This is an optimization exercise on Yosys and OpenROAD, whose aim is small area, a short achievable clock period and few clock cycles per item, not a production implementation.
Only simulation tests tie the RTL to the original design; equivalence was not proved.
Power figures rest on the tool's default switching activity, not on a simulated workload.

## run 1
## top_k_score_list
module top_k_score_list #(
    parameter int LIST_DEPTH = 16
) (
    input  logic        i_clk,
    input  logic        i_rst_n,
    input  logic        i_req_valid,
    output logic        i_req_ready,
    input  logic [1:0]  i_req_cmd,
    input  logic [15:0] i_req_hit_id,
    input  logic [31:0] i_req_hit_score,
    input  logic [3:0]  i_req_read_pos,
    output logic        o_rsp_valid,
    input  logic        o_rsp_ready,
    output logic        o_rsp_placed,
    output logic [3:0]  o_rsp_place_pos,
    output logic        o_rsp_dropped_valid,
    output logic [15:0] o_rsp_dropped_id,
    output logic [31:0] o_rsp_dropped_score,
    output logic        o_rsp_read_valid,
    output logic [15:0] o_rsp_read_id,
    output logic [31:0] o_rsp_read_score,
    output logic [4:0]  o_rsp_fill_count,
    input  logic        psel,
    input  logic        penable,
    input  logic        pwrite,
    input  logic [2:0]  paddr,
    input  logic [31:0] pwdata,
    output logic [31:0] prdata,
    output logic        pready
);
    localparam int D  = 16;
    localparam int RW = 56;    
    localparam int OW = 108;   
    function automatic logic [4:0] f_eff_cap(input logic [4:0] cap);
        logic [4:0] res;
        if (cap == 5'd0) begin
            res = 5'd1;
        end else if (cap > 5'd16) begin
            res = 5'd16;
        end else begin
            res = cap;
        end
        f_eff_cap = res;
    endfunction
  ...
export LEC_CHECK = 0
export ABC_AREA = 1
export CAP_MARGIN = 20
export CORE_MARGIN = 2
export CORE_UTILIZATION = 40
export CTS_CLUSTER_DIAMETER = 80
export CTS_CLUSTER_SIZE = 24
export PLACE_DENSITY = 0.6
export SETUP_SLACK_MARGIN = 3.3
export SLEW_MARGIN = 20
create_clock -name core_clock -period 6.0 [get_ports {i_clk}]
run.sh (not shown) runs the stock make flow with config.mk's settings and CLKGATE_MAP_FILE= SYNTH_SCRIPT=/design/flow/synth_recipe.tcl, a recipe that flattens the netlist after the stock synthesis.
Run 1 finished all stages; the layout is clean.
Testbench counts of run 1, summed over its fixed seeds: cycles 24,024, items 24,000.
For run 2, these inputs were changed with respect to run 1:
Settings: an added TNS_END_PERCENT of 5.
Notes after the runs:
- Between run 1 and run 2, the clock-buffer cell count is lower for run 1.
- Setup slack in run 2 is smaller than in run 1.
- Of the two values seen for cell with the biggest individual delay on the critical path, sky130_fd_sc_hd__clkdlybuf4s50_1 was produced by run 1 and sky130_fd_sc_hd__clkinv_1 by run 2.
- In the flow results for run 1 and run 2, the final layout net count is larger on run 1.
- Taking run 1 as the reference, in run 2 non-clock buffer count lower, multi-input combinational gate total did not really move, wire length closely matched the old numbers, source-to-sink clock delay at the later pin of the worst-skew pair went up by 0.02 ns.
- The wire length on met3 number comes out higher for run 2 vs run 1.
Inputs modified between run 2 and run 3:
Settings: clearing TNS_END_PERCENT, which used to be 5; swapping 3.3 for 3.7 in SETUP_SLACK_MARGIN.
Run 3 improves on run 2 in worst relative slew slack. Of the two values seen for master of the slowest instance on the critical path, sky130_fd_sc_hd__edfxtp_1 was produced by run 3 and sky130_fd_sc_hd__clkinv_1 by run 2. Sort run 2 and run 3 by number of inverters outside the clock class in the layout, ascending, and run 2 comes first. Reported for run 2 and run 3, area of the mapped netlist turned out identical to the last digit. Routing usage on met3 on run 3 is up relative to run 2. Run 3 falls short of run 2 in wire length. Taking run 2 as the reference, in run 3 via count increased by about 7% relative to the old numbers; sequential cell area share now smaller; total power picked up an extra 0.88 mW; met2 layer usage reported by global route has increased; clock network fraction of design power -0.6 points.
Input changes introduced in run 4 (baseline for comparison: run 3):
Settings: swapping 3.7 for 4.0 in SETUP_SLACK_MARGIN.
--- outcome ---
First-iteration DRC count: run 4 > run 3
Going from run 3 to run 4, total global routing track utilization increased by 0.96 points relative to the old numbers; fraction of area in clock buffers and inverters about even; internal power shows an increase of 0.44 mW.
In the metrics for run 4 and run 3, the one carrying the higher core utilization is run 4.
Side by side, power share of the clock group turned out higher in run 4 than in run 3.
Total placed instance area essentially unchanged between run 4 and run 3.

* * *

P:
top_k_score_list, a different RTL version from the one above (not shown whole).
For scale: about 7,200 cells after synthesis, about 240 I/O pins, roughly 0.065 sq mm of cells after synthesis.
Design top_k_score_list, start of the top module:
module top_k_score_list #(
    parameter int LIST_DEPTH = 16
) (
    input  logic        i_clk,
    input  logic        i_rst_n,
    input  logic        i_req_valid,
    output logic        i_req_ready,
    input  logic [1:0]  i_req_cmd,
    input  logic [15:0] i_req_hit_id,
    input  logic [31:0] i_req_hit_score,
    input  logic [3:0]  i_req_read_pos,
    output logic        o_rsp_valid,
    input  logic        o_rsp_ready,
    output logic        o_rsp_placed,
    output logic [3:0]  o_rsp_place_pos,
    output logic        o_rsp_dropped_valid,
    output logic [15:0] o_rsp_dropped_id,
    output logic [31:0] o_rsp_dropped_score,
    output logic        o_rsp_read_valid,
    output logic [15:0] o_rsp_read_id,
    output logic [31:0] o_rsp_read_score,
    output logic [4:0]  o_rsp_fill_count,
    input  logic        psel,
    input  logic        penable,
    input  logic        pwrite,
    input  logic [2:0]  paddr,
    input  logic [31:0] pwdata,
    output logic [31:0] prdata,
    output logic        pready
);
==> flow/config.mk <==
export PLATFORM = sky130hd
export DESIGN_NAME = top_k_score_list
export DESIGN_NICKNAME = top_k_score_list
export VERILOG_FILES = /design/flow/design.v
export SDC_FILE = /design/flow/constraint.sdc
export NUM_CORES = 4
export LEC_CHECK = 0
export ABC_AREA = 1
export CAP_MARGIN = 20
export CORE_MARGIN = 2
export CORE_UTILIZATION = 40
export CTS_CLUSTER_DIAMETER = 80
export CTS_CLUSTER_SIZE = 24
export PLACE_DENSITY = 0.6
export SETUP_SLACK_MARGIN = 3.5
export SLEW_MARGIN = 20
==> flow/constraint.sdc <==
create_clock -name core_clock -period 6.0 [get_ports {i_clk}]
set_input_delay 1.2000 -clock core_clock [delete_from_list [all_inputs] [get_ports {i_clk}]]
set_output_delay 1.2000 -clock core_clock [all_outputs]
set_load 0.01 [all_outputs]
Testbench counts of P, summed over its fixed seeds: cycles 24,024, items 24,000.
The inputs of Q differ from those of P as listed below.
Settings: changing SETUP_SLACK_MARGIN from 3.5 to 3.15.
Notes after the runs:
Higher design internal power was reported by P, not Q.
The via count of the first global-routing pass of Q falls short of that of P by 1,505.
P → Q: fraction of met3 tracks used by global routing shows no meaningful change; setup slack shows a reduction of 0.18 ns; switching component of the power shows a reduction of 2.5%; area occupied by multi-input gates shows a reduction of about 4.5%; total power consumption of the routed design shows a reduction of 2.5%.
Row post-route non-filler standard cell count: Q lower / P higher
Compared with P, combinational power in Q decreased by more than 10%.

* * *

top_k_score_list, a different RTL version from the one above (not shown whole).
For scale: about 6700 cells after synthesis, about 1300 flip-flops, roughly 240 I/O pins, roughly 63000 um^2 of cells after synthesis.
==> flow/config.mk <==
export PLATFORM = sky130hd
export DESIGN_NAME = top_k_score_list
export DESIGN_NICKNAME = top_k_score_list
export VERILOG_FILES = /design/flow/design.v
export SDC_FILE = /design/flow/constraint.sdc
export NUM_CORES = 4
export LEC_CHECK = 0
export ABC_AREA = 1
export CAP_MARGIN = 20
export CORE_MARGIN = 2
export CORE_UTILIZATION = 55
export CTS_CLUSTER_DIAMETER = 80
export CTS_CLUSTER_SIZE = 24
export PLACE_DENSITY = 0.7
export SETUP_SLACK_MARGIN = 3.5
export SLEW_MARGIN = 20
==> flow/constraint.sdc <==
create_clock -name core_clock -period 6.0 [get_ports {i_clk}]
set_input_delay 1.2000 -clock core_clock [delete_from_list [all_inputs] [get_ports {i_clk}]]
set_output_delay 1.2000 -clock core_clock [all_outputs]
set_load 0.01 [all_outputs]
The first run produced a clean layout.
Testbench counts at the start, summed over its fixed seeds: cycles 24,024, items 24,000.
Change:
--- a/flow/config.mk
+++ b/flow/config.mk
@@ -9,8 +9,8 @@
 export CAP_MARGIN = 20
 export CORE_MARGIN = 2
-export CORE_UTILIZATION = 55
+export CORE_UTILIZATION = 40
 export CTS_CLUSTER_DIAMETER = 80
 export CTS_CLUSTER_SIZE = 24
-export PLACE_DENSITY = 0.7
-export SETUP_SLACK_MARGIN = 3.5
+export PLACE_DENSITY = 0.6
+export SETUP_SLACK_MARGIN = 2.7
 export SLEW_MARGIN = 20
- The changed run completed without violations
- wire length rose by 2.8%
- worst setup slack got worse by 17 ps
- worst hold slack improved by 4.9 ps
- via count fell by about 1.8%
- power rose by 4.8%
- design area fell by about 1.2%
- area after synthesis stays the same
- sequential share of layout area rose by 0.50 points
- global-route usage fell by 9.2 points
- cell count rose by 5.9%
- utilization fell by 18 points
Change:
--- a/flow/config.mk
+++ b/flow/config.mk
@@ -13,4 +13,4 @@
 export CTS_CLUSTER_SIZE = 24
 export PLACE_DENSITY = 0.6
-export SETUP_SLACK_MARGIN = 2.7
+export SETUP_SLACK_MARGIN = 3.5
 export SLEW_MARGIN = 20
=> Clock-buffer cell count grows by 2; final area is higher by 2.7%; non-clock buffer count is higher by 91; synthesized area stays the same; global-route usage rose by 0.62 points; sequential share of layout area came out lower by 1.3 points; combinational power goes up by about 10%; hold slack hardly moves.

## afterwards: timing with drivers on the ports
In the flow no input, the clock included, has a driving cell. The finished layouts below were timed again as built, in two steps. Step 1 (the two cells are an assumption about what drives the block):
set clk [get_ports {i_clk}]
set_driving_cell -lib_cell sky130_fd_sc_hd__clkbuf_16 $clk
set_driving_cell -lib_cell sky130_fd_sc_hd__buf_2 [delete_from_list [all_inputs] $clk]
Step 2 moves the port delays by t, midway between the first and last clock arrival at a register: inputs arrive t later, outputs are due t later. That takes back most of the time a late clock gives input paths. Slacks: no drivers / after step 1 / after step 2; pairs: no drivers / after step 1.
run | t, ns | slack for setup (ns) | slew at the worst register clock pin (ns) | cell pins on the clock port's net
run 1 | 0.845 | 3.258 / 3.259 / 2.414 | 0.11 / 0.11 | 1
run 2 | 0.847 | 2.928 / 2.928 / 2.324 | 0.10 / 0.10 | 1
run 3 | 0.831 | 3.462 / 3.373 / 2.780 | 0.10 / 0.10 | 1
run 4 | 0.854 | 3.461 / 3.363 / 2.966 | 0.11 / 0.11 | 1
P | 0.824 | 3.257 / 3.257 / 2.493 | 0.10 / 0.10 | 1
Q | 0.813 | 3.076 / 2.967 / 2.154 | 0.10 / 0.10 | 1
the first run of note 3 | 0.780 | 2.728 / 2.728 / 2.346 | 0.10 / 0.10 | 1
the second run of note 3 | 0.807 | 2.711 / 2.668 / 1.860 | 0.10 / 0.10 | 1
the third run of note 3 | 0.798 | 2.768 / 2.768 / 2.246 | 0.10 / 0.10 | 1
After both steps every run listed still meets setup and hold. The setup slack of Q, which loses most, moves by -0.109 ns with the drivers and by -0.922 ns with both steps.
